Source: an optimization exercise on an open RTL-to-GDS flow (aim: small area, a short achievable clock period and few clock cycles). Production flows keep margins and buffers that such runs may drop.
The RTL was checked by simulation tests, not by an equivalence proof against the original design.
Power is estimated from default activity; no workload was simulated.

==> v23: inputs <==
==> flow/design.v <==
package gbn_pkg;
    typedef logic [1:0] op_t;
    localparam op_t OP_SEND = 2'd0;
    localparam op_t OP_ACK  = 2'd1;
    localparam op_t OP_TICK = 2'd2;
    localparam op_t OP_NONE = 2'd3;
    typedef logic [2:0] event_t;
    localparam event_t EV_SENT    = 3'd0;
    localparam event_t EV_REFUSED = 3'd1;
    localparam event_t EV_ACK_OK  = 3'd2;
    localparam event_t EV_ACK_IGN = 3'd3;
    localparam event_t EV_RESENT  = 3'd4;
    localparam logic REG_WINDOW  = 1'b0;
    localparam logic REG_TIMEOUT = 1'b1;
    localparam int WIN_W       = 5;
    localparam int TIMEOUT_W   = 20;
    localparam int CFG_W       = 20;
    localparam int SEQ_OUT_W   = 7;
    localparam int SLOT_OUT_W  = 4;
    localparam int TIME_W      = 32;
    localparam int WINDOW_RESET = 10;
    localparam logic [TIMEOUT_W-1:0] TIMEOUT_RESET = 20'd100000;
    typedef struct packed {
        logic   capture;
        logic   time_tick;
        logic   walk_start;
        logic   walk_step;
        logic   do_send;
        logic   ack_release;
        logic   stamp;
        logic   diff_load;
        logic   emit;
        logic   last;
        event_t ev;
    } cmd_t;
    typedef struct packed {
        logic full;
        logic empty;
        logic walk_end;
        logic match;
        logic timeout;
        logic resend_last;
        logic out_free;
    } status_t;
endpackage
module go_back_n_sender_window #(
    parameter int MAX_SLOTS        = 16,
    parameter int SEQUENCE_MODULUS = 127
) (
    input  logic        clk,
    input  logic        rst_n,
    input  logic        cfg_write,
    input  logic        cfg_index,
    input  logic [19:0] cfg_data,
    input  logic        in_valid,
    output logic        in_stall,
    input  logic [1:0]  operation,
    input  logic [6:0]  ack_sequence,
    output logic        out_valid,
    input  logic        out_stall,
    output logic [2:0]  event_res,
    output logic [6:0]  sequence_res,
    output logic [3:0]  slot,
    output logic [3:0]  released_count,
    output logic        last
);
    function automatic logic [21:0] padd(input logic [21:0] a, input logic [21:0] b,
                                         input logic cin);
        logic [21:0] g, p, gg, pp, ng, np, c;
        g  = a & b;
        p  = a ^ b;
        gg = g;
        pp = p;
        for (int d = 1; d < 22; d = d * 2)
        begin
            ng = gg;
            np = pp;
            for (int i = d; i < 22; i++)
            begin
                ng[i] = gg[i] | (pp[i] & gg[i-d]);
                np[i] = pp[i] & pp[i-d];
            end
            gg = ng;
            pp = np;
        end
        c[0] = cin;
        for (int i = 1; i < 22; i++)
            c[i] = gg[i-1] | (pp[i-1] & cin);
        padd = p ^ c;
    endfunction
    function automatic logic ult(input logic [21:0] a, input logic [21:0] b);
        logic [21:0] gg, ee, ng, ne;
        gg = ~a & b;
        ee = ~(a ^ b);
        for (int d = 1; d < 22; d = d * 2)
        begin
            ng = gg;
            ne = ee;
            for (int i = d; i < 22; i++)
            begin
                ng[i] = gg[i] | (ee[i] & gg[i-d]);
                ne[i] = ee[i] & ee[i-d];
            end
            gg = ng;
            ee = ne;
        end
        ult = gg[21];
    endfunction
    function automatic logic [3:0] inc4(input logic [3:0] x);
        logic [21:0] r;
        r = padd({18'd0, x}, 22'd0, 1'b1);
        inc4 = r[3:0];
    endfunction
    function automatic logic [3:0] ring_inc(input logic [3:0] p, input logic [3:0] m1);
        ring_inc = (p == m1) ? 4'd0 : inc4(p);
    endfunction
    function automatic logic [6:0] seq_inc(input logic [6:0] q);
        logic [21:0] r;
        r = padd({15'd0, q}, 22'd0, 1'b1);
        seq_inc = (q == 7'd126) ? 7'd0 : r[6:0];
    endfunction
    logic       e_v;
    logic [1:0] e_op;
    logic [6:0] e_a;
    logic       e_c;        
    logic       e_lts;      
    logic [3:0] e_x0;       
    logic [3:0] e_p0;       
    logic [3:0]  lm1;       
    logic        tz;        
    logic [3:0]  oldest, newest, cnt;
    logic [3:0]  wd_n;
    logic [6:0]  s, os;     
    logic [19:0] now;
    logic [3:0]  ph_old, ph_new;
    logic [19:0] stamp [16];
    logic [19:0] ost;       
    logic        rs_active;
    logic [3:0]  rem;
    logic        pend;      
    logic        ov;
    logic [2:0]  o_ev;
    logic [6:0]  o_seq;
    logic [3:0]  o_slot, o_rel;
    logic        o_last;
    logic out_free, exec;
    assign out_free = !ov || !out_stall;
    assign exec     = e_v && !rs_active && out_free;
    assign in_stall = e_v && !exec;
    logic is_send, is_ack, is_tick;
    assign is_send = (e_op == 2'd0);
    assign is_ack  = (e_op == 2'd1);
    assign is_tick = (e_op == 2'd2);
    logic full, empty;
    assign full  = (cnt == lm1);
    assign empty = (cnt == 4'd0);
    logic       a_lt_os, a_lt_s, wrap, found;
    assign a_lt_os = e_c;
    assign a_lt_s  = e_lts;
    assign wrap    = ult({15'd0, s}, {15'd0, os});
    assign found   = (e_a != 7'd127) &&
                     (wrap ? (!a_lt_os || a_lt_s) : (!a_lt_os && a_lt_s));
    function automatic logic [3:0] add4(input logic [3:0] x, input logic [3:0] y);
        logic [21:0] r;
        r = padd({18'd0, x}, {18'd0, y}, 1'b0);
        add4 = r[3:0];
    endfunction
    logic [3:0] wd;             
    function automatic logic [3:0] wmod(input logic [3:0] x, input logic [3:0] w,
                                        input logic [3:0] m1);
        if (!ult({18'd0, w}, {18'd0, x}))
            wmod = add4(w, add4(~x, 4'd1));
        else
            wmod = add4(add4(w, m1), add4(~x, 4'd2));
    endfunction
    function automatic logic [3:0] modl(input logic [3:0] x, input logic [3:0] o,
                                        input logic [3:0] w);
        if (!ult({18'd0, w}, {18'd0, x}))
            modl = add4(o, x);
        else
            modl = add4(x, ~w);
    endfunction
    logic [3:0] x_m, x_0, x_p;
    logic [3:0] slot_m, slot_0, slot_p;
    logic [3:0] d4, k4, ph_idx, ack_slot, ack_next, cnt_new;
    assign x_0 = e_x0;                       
    assign x_m = add4(x_0, 4'hF);            
    assign x_p = add4(x_0, 4'd1);            
    assign slot_m = modl(x_m, oldest, wd);
    assign slot_0 = modl(x_0, oldest, wd);
    assign slot_p = modl(x_p, oldest, wd);
    assign d4       = a_lt_os ? x_m : x_0;
    assign k4       = a_lt_os ? x_0 : x_p;
    assign ack_slot = a_lt_os ? slot_m : slot_0;
    assign ack_next = a_lt_os ? slot_0 : slot_p;
    assign wd_n     = a_lt_os ? wmod(x_0, wd, lm1) : wmod(x_p, wd, lm1);
    assign ph_idx   = a_lt_os ? e_p0 : add4(e_p0, 4'd1);
    assign cnt_new  = a_lt_os ? add4(cnt, ~x_m) : add4(cnt, ~x_0);    
    logic [19:0] ylo;
    logic        zge;
    logic        n_lt, g_ge, expired, fire;
    assign n_lt    = ult({2'd0, now}, {2'd0, ost});
    assign g_ge    = !ult({2'd0, ylo}, {2'd0, ost});
    assign expired = pend ? tz : (n_lt ? (zge || g_ge) : (zge && g_ge));
    assign fire    = is_tick && !empty && expired;
    logic [3:0] lm1_wr;
    always_comb
    begin
        if (cfg_data[4:0] < 5'd2)
            lm1_wr = 4'd1;
        else if (cfg_data[4:0] > 5'd16)
            lm1_wr = 4'd15;
        else
            lm1_wr = 4'(cfg_data[4:0] - 5'd1);
    end
    logic       upd_os, upd_s, c_keep, c_ack, lts_keep, lts_send;
    logic [6:0] os_ack, s_send;
    logic [3:0] x0_keep, x0_ack;
    assign upd_os   = exec && is_ack && found;           
    assign upd_s    = exec && is_send && !full;          
    assign os_ack   = seq_inc(e_a);
    assign s_send   = seq_inc(s);
    assign c_keep   = ult({15'd0, ack_sequence}, {15'd0, os});
    assign c_ack    = ult({15'd0, ack_sequence}, {15'd0, os_ack});
    assign lts_keep = ult({15'd0, ack_sequence}, {15'd0, s});
    assign lts_send = ult({15'd0, ack_sequence}, {15'd0, s_send});
    assign x0_keep  = add4(ack_sequence[3:0], add4(~os[3:0], 4'd1));
    assign x0_ack   = add4(ack_sequence[3:0], add4(~os_ack[3:0], 4'd1));
    logic [21:0] now_inc, cnt_up, rem_dn, cnt_m1, ylo_inc, ylo_new;
    assign ylo_inc = padd({2'd0, ylo}, 22'd0, 1'b1);
    assign ylo_new = padd({2'd0, now}, {2'h3, ~cfg_data}, 1'b1);    
    assign now_inc = padd({2'd0, now}, 22'd0, 1'b1);
    assign cnt_up  = padd({18'd0, cnt}, 22'd0, 1'b1);
    assign rem_dn  = padd({18'd0, rem}, {18'd0, 4'hF}, 1'b0);
    assign cnt_m1  = padd({18'd0, cnt}, {18'd0, 4'hF}, 1'b0);
    always_ff @(posedge clk or negedge rst_n)
    begin
        if (!rst_n)
        begin
            e_v       <= 1'b0;
            lm1       <= 4'd9;
            tz        <= 1'b0;
            ylo       <= 20'hE7960;     
            zge       <= 1'b0;
            oldest    <= 4'd0;
            wd        <= 4'd9;
            newest    <= 4'd0;
            cnt       <= 4'd0;
            s         <= 7'd0;
            os        <= 7'd0;
            now       <= 20'd0;
            ph_old    <= 4'd0;
            ph_new    <= 4'd0;
            rs_active <= 1'b0;
            pend      <= 1'b0;
            ov        <= 1'b0;
        end
        else
        begin
            if (!in_stall)
                e_v <= in_valid;
            pend <= 1'b0;
            if (out_free)
                ov <= rs_active || (exec && (is_send || is_ack || fire));
            if (rs_active && out_free)
                rs_active <= (rem != 4'd1);
            if (exec)
            begin
                if (is_send && !full)
                begin
                    newest <= ring_inc(newest, lm1);
                    ph_new <= inc4(ph_new);
                    s      <= s_send;
                    cnt    <= cnt_up[3:0];
                end
                if (is_ack && found)
                begin
                    oldest <= ack_next;
                    wd     <= wd_n;
                    ph_old <= ph_idx;
                    os     <= os_ack;
                    cnt    <= cnt_new;
                end
                if (is_tick)
                begin
                    now <= now_inc[19:0];
                    ylo <= ylo_inc[19:0];
                    zge <= (now == 20'hFFFFF) ? tz : (zge || (ylo == 20'hFFFFF));
                end
                if (fire)
                begin
                    rs_active <= (cnt != 4'd1);
                    pend      <= 1'b1;
                end
            end
            if (cfg_write)
            begin
                if (cfg_index == 1'b0)
                begin
                    lm1    <= lm1_wr;
                    oldest <= 4'd0;
                    wd     <= lm1_wr;
                    newest <= 4'd0;
                    cnt    <= 4'd0;
                    ph_old <= ph_new;
                    os     <= s;
                end
                else
                begin
                    tz  <= (cfg_data == 20'd0);
                    ylo <= ylo_new[19:0];
                    zge <= !ylo_new[20];
                end
            end
        end
    end
    always_ff @(posedge clk)
    begin
        if (!in_stall)
        begin
            e_op  <= operation;
            e_a   <= ack_sequence;
            e_c   <= upd_os ? c_ack : c_keep;
            e_lts <= upd_s ? lts_send : lts_keep;
            e_x0  <= upd_os ? x0_ack : x0_keep;
            e_p0  <= upd_os ? add4(ph_idx, x0_ack) : add4(ph_old, x0_keep);
        end
        if (pend || empty)
            ost <= now;
        else if (exec && is_ack && found)
            ost <= stamp[ph_idx];
        if (rs_active)
        begin
            if (out_free)
                rem <= rem_dn[3:0];
        end
        else
            rem <= cnt_m1[3:0];
        if (out_free)
        begin
            if (rs_active)
            begin
                o_ev   <= 3'd4;
                o_seq  <= seq_inc(o_seq);
                o_slot <= ring_inc(o_slot, lm1);
                o_rel  <= 4'd0;
                o_last <= (rem == 4'd1);
            end
            else
            begin
                o_last <= 1'b1;
                o_rel  <= 4'd0;
                if (is_send)
                begin
                    o_ev   <= full ? 3'd1 : 3'd0;
                    o_seq  <= full ? 7'd0 : s;
                    o_slot <= full ? 4'd0 : newest;
                end
                else if (is_ack)
                begin
                    o_ev   <= found ? 3'd2 : 3'd3;
                    o_seq  <= e_a;
                    o_slot <= found ? ack_slot : 4'd0;
                    o_rel  <= found ? k4 : 4'd0;
                end
                else
                begin
                    o_ev   <= 3'd4;
                    o_seq  <= os;
                    o_slot <= oldest;
                    o_last <= (cnt == 4'd1);
                end
            end
        end
    end
    always_ff @(posedge clk)
    begin
        for (int i = 0; i < 16; i++)
            if (pend || (ph_new == 4'(i)))
                stamp[i] <= now;
    end
    assign out_valid      = ov;
    assign event_res      = o_ev;
    assign sequence_res   = o_seq;
    assign slot           = o_slot;
    assign released_count = o_rel;
    assign last           = o_last;
endmodule
==> flow/flow/run.sh <==
#!/bin/bash
# Standard layout (the standard.sh, standard synthesis script and steps), with one change:
# ADDER_MAP_FILE is left empty so Yosys does not extract full/half-adder cells and ABC maps
# the arithmetic as ordinary logic. All make/tool output goes to standard_flow.log here;
# ORFS's per-step logs stay under orfs/logs.
set -euo pipefail
bash standard.sh ADDER_MAP_FILE= finish > standard_flow.log 2>&1
==> flow/standard.sh <==
#!/bin/bash
# synth_recipe.tcl (not shown) runs the flow's synth.tcl, then flattens the netlist and writes it again
# the make line also repeats each setting of config.mk as NAME=value (left out here)
make -C /OpenROAD-flow-scripts/flow DESIGN_CONFIG=/design/flow/config.mk WORK_HOME=/design/flow/orfs CLKGATE_MAP_FILE= SYNTH_SCRIPT=/design/flow/synth_recipe.tcl "${@:-finish}"
==> flow/config.mk <==
export PLATFORM = sky130hd
export DESIGN_NAME = go_back_n_sender_window
export DESIGN_NICKNAME = go_back_n_sender_window
export VERILOG_FILES = /design/flow/design.v
export SDC_FILE = /design/flow/constraint.sdc
export NUM_CORES = 4
export LEC_CHECK = 0
export CAP_MARGIN = 20
export CORE_MARGIN = 2
export CORE_UTILIZATION = 70
export SETUP_SLACK_MARGIN = 2.5
export SLEW_MARGIN = 20
==> flow/constraint.sdc <==
create_clock -name core_clock -period 5.5 [get_ports {clk}]
set_input_delay 1.1000 -clock core_clock [delete_from_list [all_inputs] [get_ports {clk}]]
set_output_delay 1.1000 -clock core_clock [all_outputs]
set_load 0.01 [all_outputs]
==> v39 (differences from v23) <==
--- a/flow/design.v
+++ b/flow/design.v
@@ -125,9 +125,8 @@
     logic       e_c;        
     logic       e_lts;      
     logic [3:0] e_x0;       
-    logic [3:0] e_p0;       
     logic [3:0]  lm1;       
-    logic        tz;        
+    logic [19:0] tmo;
     logic [3:0]  oldest, newest, cnt;
     logic [3:0]  wd_n;
     logic [6:0]  s, os;     
@@ -194,14 +193,14 @@
     assign ack_slot = a_lt_os ? slot_m : slot_0;
     assign ack_next = a_lt_os ? slot_0 : slot_p;
     assign wd_n     = a_lt_os ? wmod(x_0, wd, lm1) : wmod(x_p, wd, lm1);
-    assign ph_idx   = a_lt_os ? e_p0 : add4(e_p0, 4'd1);
+    assign ph_idx   = a_lt_os ? add4(ph_old, x_0) : add4(ph_old, x_p);
     assign cnt_new  = a_lt_os ? add4(cnt, ~x_m) : add4(cnt, ~x_0);    
     logic [19:0] ylo;
     logic        zge;
     logic        n_lt, g_ge, expired, fire;
     assign n_lt    = ult({2'd0, now}, {2'd0, ost});
     assign g_ge    = !ult({2'd0, ylo}, {2'd0, ost});
-    assign expired = pend ? tz : (n_lt ? (zge || g_ge) : (zge && g_ge));
+    assign expired = pend ? (tmo == 20'd0) : (n_lt ? (zge || g_ge) : (zge && g_ge));
     assign fire    = is_tick && !empty && expired;
     logic [3:0] lm1_wr;
     always_comb
@@ -228,7 +227,7 @@
     assign x0_ack   = add4(ack_sequence[3:0], add4(~os_ack[3:0], 4'd1));
     logic [21:0] now_inc, cnt_up, rem_dn, cnt_m1, ylo_inc, ylo_new;
     assign ylo_inc = padd({2'd0, ylo}, 22'd0, 1'b1);
-    assign ylo_new = padd({2'd0, now}, {2'h3, ~cfg_data}, 1'b1);    
+    assign ylo_new = padd({2'd0, now}, {2'h3, ~tmo}, 1'b1);
     assign now_inc = padd({2'd0, now}, 22'd0, 1'b1);
     assign cnt_up  = padd({18'd0, cnt}, 22'd0, 1'b1);
     assign rem_dn  = padd({18'd0, rem}, {18'd0, 4'hF}, 1'b0);
@@ -239,9 +238,7 @@
         begin
             e_v       <= 1'b0;
             lm1       <= 4'd9;
-            tz        <= 1'b0;
-            ylo       <= 20'hE7960;     
-            zge       <= 1'b0;
+            tmo       <= 20'd100000;
             oldest    <= 4'd0;
             wd        <= 4'd9;
             newest    <= 4'd0;
@@ -282,11 +279,7 @@
                     cnt    <= cnt_new;
                 end
                 if (is_tick)
-                begin
                     now <= now_inc[19:0];
-                    ylo <= ylo_inc[19:0];
-                    zge <= (now == 20'hFFFFF) ? tz : (zge || (ylo == 20'hFFFFF));
-                end
                 if (fire)
                 begin
                     rs_active <= (cnt != 4'd1);
@@ -306,11 +299,7 @@
                     os     <= s;
                 end
                 else
-                begin
-                    tz  <= (cfg_data == 20'd0);
-                    ylo <= ylo_new[19:0];
-                    zge <= !ylo_new[20];
-                end
+                    tmo <= cfg_data;
             end
         end
     end
@@ -323,7 +312,16 @@
             e_c   <= upd_os ? c_ack : c_keep;
             e_lts <= upd_s ? lts_send : lts_keep;
             e_x0  <= upd_os ? x0_ack : x0_keep;
-            e_p0  <= upd_os ? add4(ph_idx, x0_ack) : add4(ph_old, x0_keep);
+        end
+        if (exec && is_tick)
+        begin
+            ylo <= ylo_inc[19:0];
+            zge <= (now == 20'hFFFFF) ? (tmo == 20'd0) : (zge || (ylo == 20'hFFFFF));
+        end
+        else
+        begin
+            ylo <= ylo_new[19:0];
+            zge <= !ult({2'd0, now}, {2'd0, tmo});
         end
         if (pend || empty)
             ost <= now;
==> v10 (differences from v23) <==
--- a/flow/config.mk
+++ b/flow/config.mk
@@ -8,5 +8,7 @@
 export CAP_MARGIN = 20
 export CORE_MARGIN = 2
 export CORE_UTILIZATION = 70
+export CTS_CLUSTER_DIAMETER = 100
+export CTS_CLUSTER_SIZE = 25
 export SETUP_SLACK_MARGIN = 2.5
 export SLEW_MARGIN = 20
==> summary.txt <==
item                                                                            v10                  v39                  v23
Chip Width                                                                   186 um               189 um               186 um
Net count, final                                                               2049                 2292                 2088
Fraction of area in multi-input gates                                         0.359                0.354                0.346
Max power group                                                    sequential cells  combinational logic     sequential cells
Synthesized net count                                                          1994                 2180                 1994
Post-layout utilization of the core                                           0.796                0.849                0.825
Die span in y                                                                186 um               189 um               186 um
Fraction of the mapped netlist area in adder cells                           0.0287               0.0186               0.0287
Repair and plain buffers                                                        159                  197                  174
Clock transition at the registers of the reported paths                      100 ps                60 ps                60 ps
Seq. pwr                                                                  0.00486 W            0.00628 W            0.00488 W
Routed length on met1                                                      23400 um             26800 um             23500 um
Startpoint type of the worst setup path                                   input pin             register            input pin
Switching share of power                                                      0.343                0.441                0.334
Reg2Reg Launch Point                                            rs_active$_DFF_PN0_    e_x0[1]$_DFFE_PN_  rs_active$_DFF_PN0_
Slowest cell delay on critical path                                          510 ps               550 ps               520 ps
Power dissipated by switching net loads                                   0.00343 W            0.00948 W            0.00379 W
Remaining max-slew budget at the tightest pin                                 0.241                0.198                0.242
Clock buffers                                                                    37                   64                   63
Area share of the leading cell type in the synthesized netlist                0.493                0.473                0.493
Non-CTS inverters                                                                78                   72                   78
Outcome                                                              finished clean       finished clean       finished clean
Endpoint of the worst-slack reg-to-reg timing path                ylo[16]$_DFF_PN0_    ost[18]$_DFFE_PP_    ylo[18]$_DFF_PN1_
Post-synth cell types                                                            90                   78                   90
Testbench counts of v23, summed over its fixed seeds: cycles 8,214.
Testbench counts of v39, summed over its fixed seeds: cycles 8,214.
Testbench counts of v10, summed over its fixed seeds: cycles 8,214.

-- afterwards: timing with drivers on the ports --
Ports are ideal in the flow. The routed layouts listed here were re-timed in OpenROAD.
Step 1, drivers: a clkbuf_16 drives clk and a buf_2 each remaining input, both assumed.
Step 2 adds t to the input delays and takes it off the output delays; t is the mean of the earliest and latest rising clock arrival at the registers after step 1. Input paths then give back, and output paths get back, about the clock's delay inside the block.
a / b / c = no drivers / after step 1 / after step 2; a / b = the first two.
| run | t, ns | slack for setup (ns) | hold WS [ns] | clock arrival spread, ns | slew at the worst register clock pin (ns) |
|---|---|---|---|---|---|
| v23 | 0.629 | 2.369 / 2.383 / 1.754 | 0.586 / 0.592 / 0.599 | 0.024 / 0.023 | 0.07 / 0.07 |
| v39 | 0.665 | 2.150 / 2.150 / 2.071 | 0.452 / 0.423 / 0.564 | 0.059 / 0.059 | 0.07 / 0.07 |
| v10 | 0.622 | 2.377 / 2.392 / 1.770 | 0.567 / 0.576 / 0.601 | 0.037 / 0.038 | 0.11 / 0.11 |
After both steps every run listed still meets setup and hold. The setup slack of v23, which loses most, moves by +0.014 ns with the drivers and by -0.615 ns with both steps.
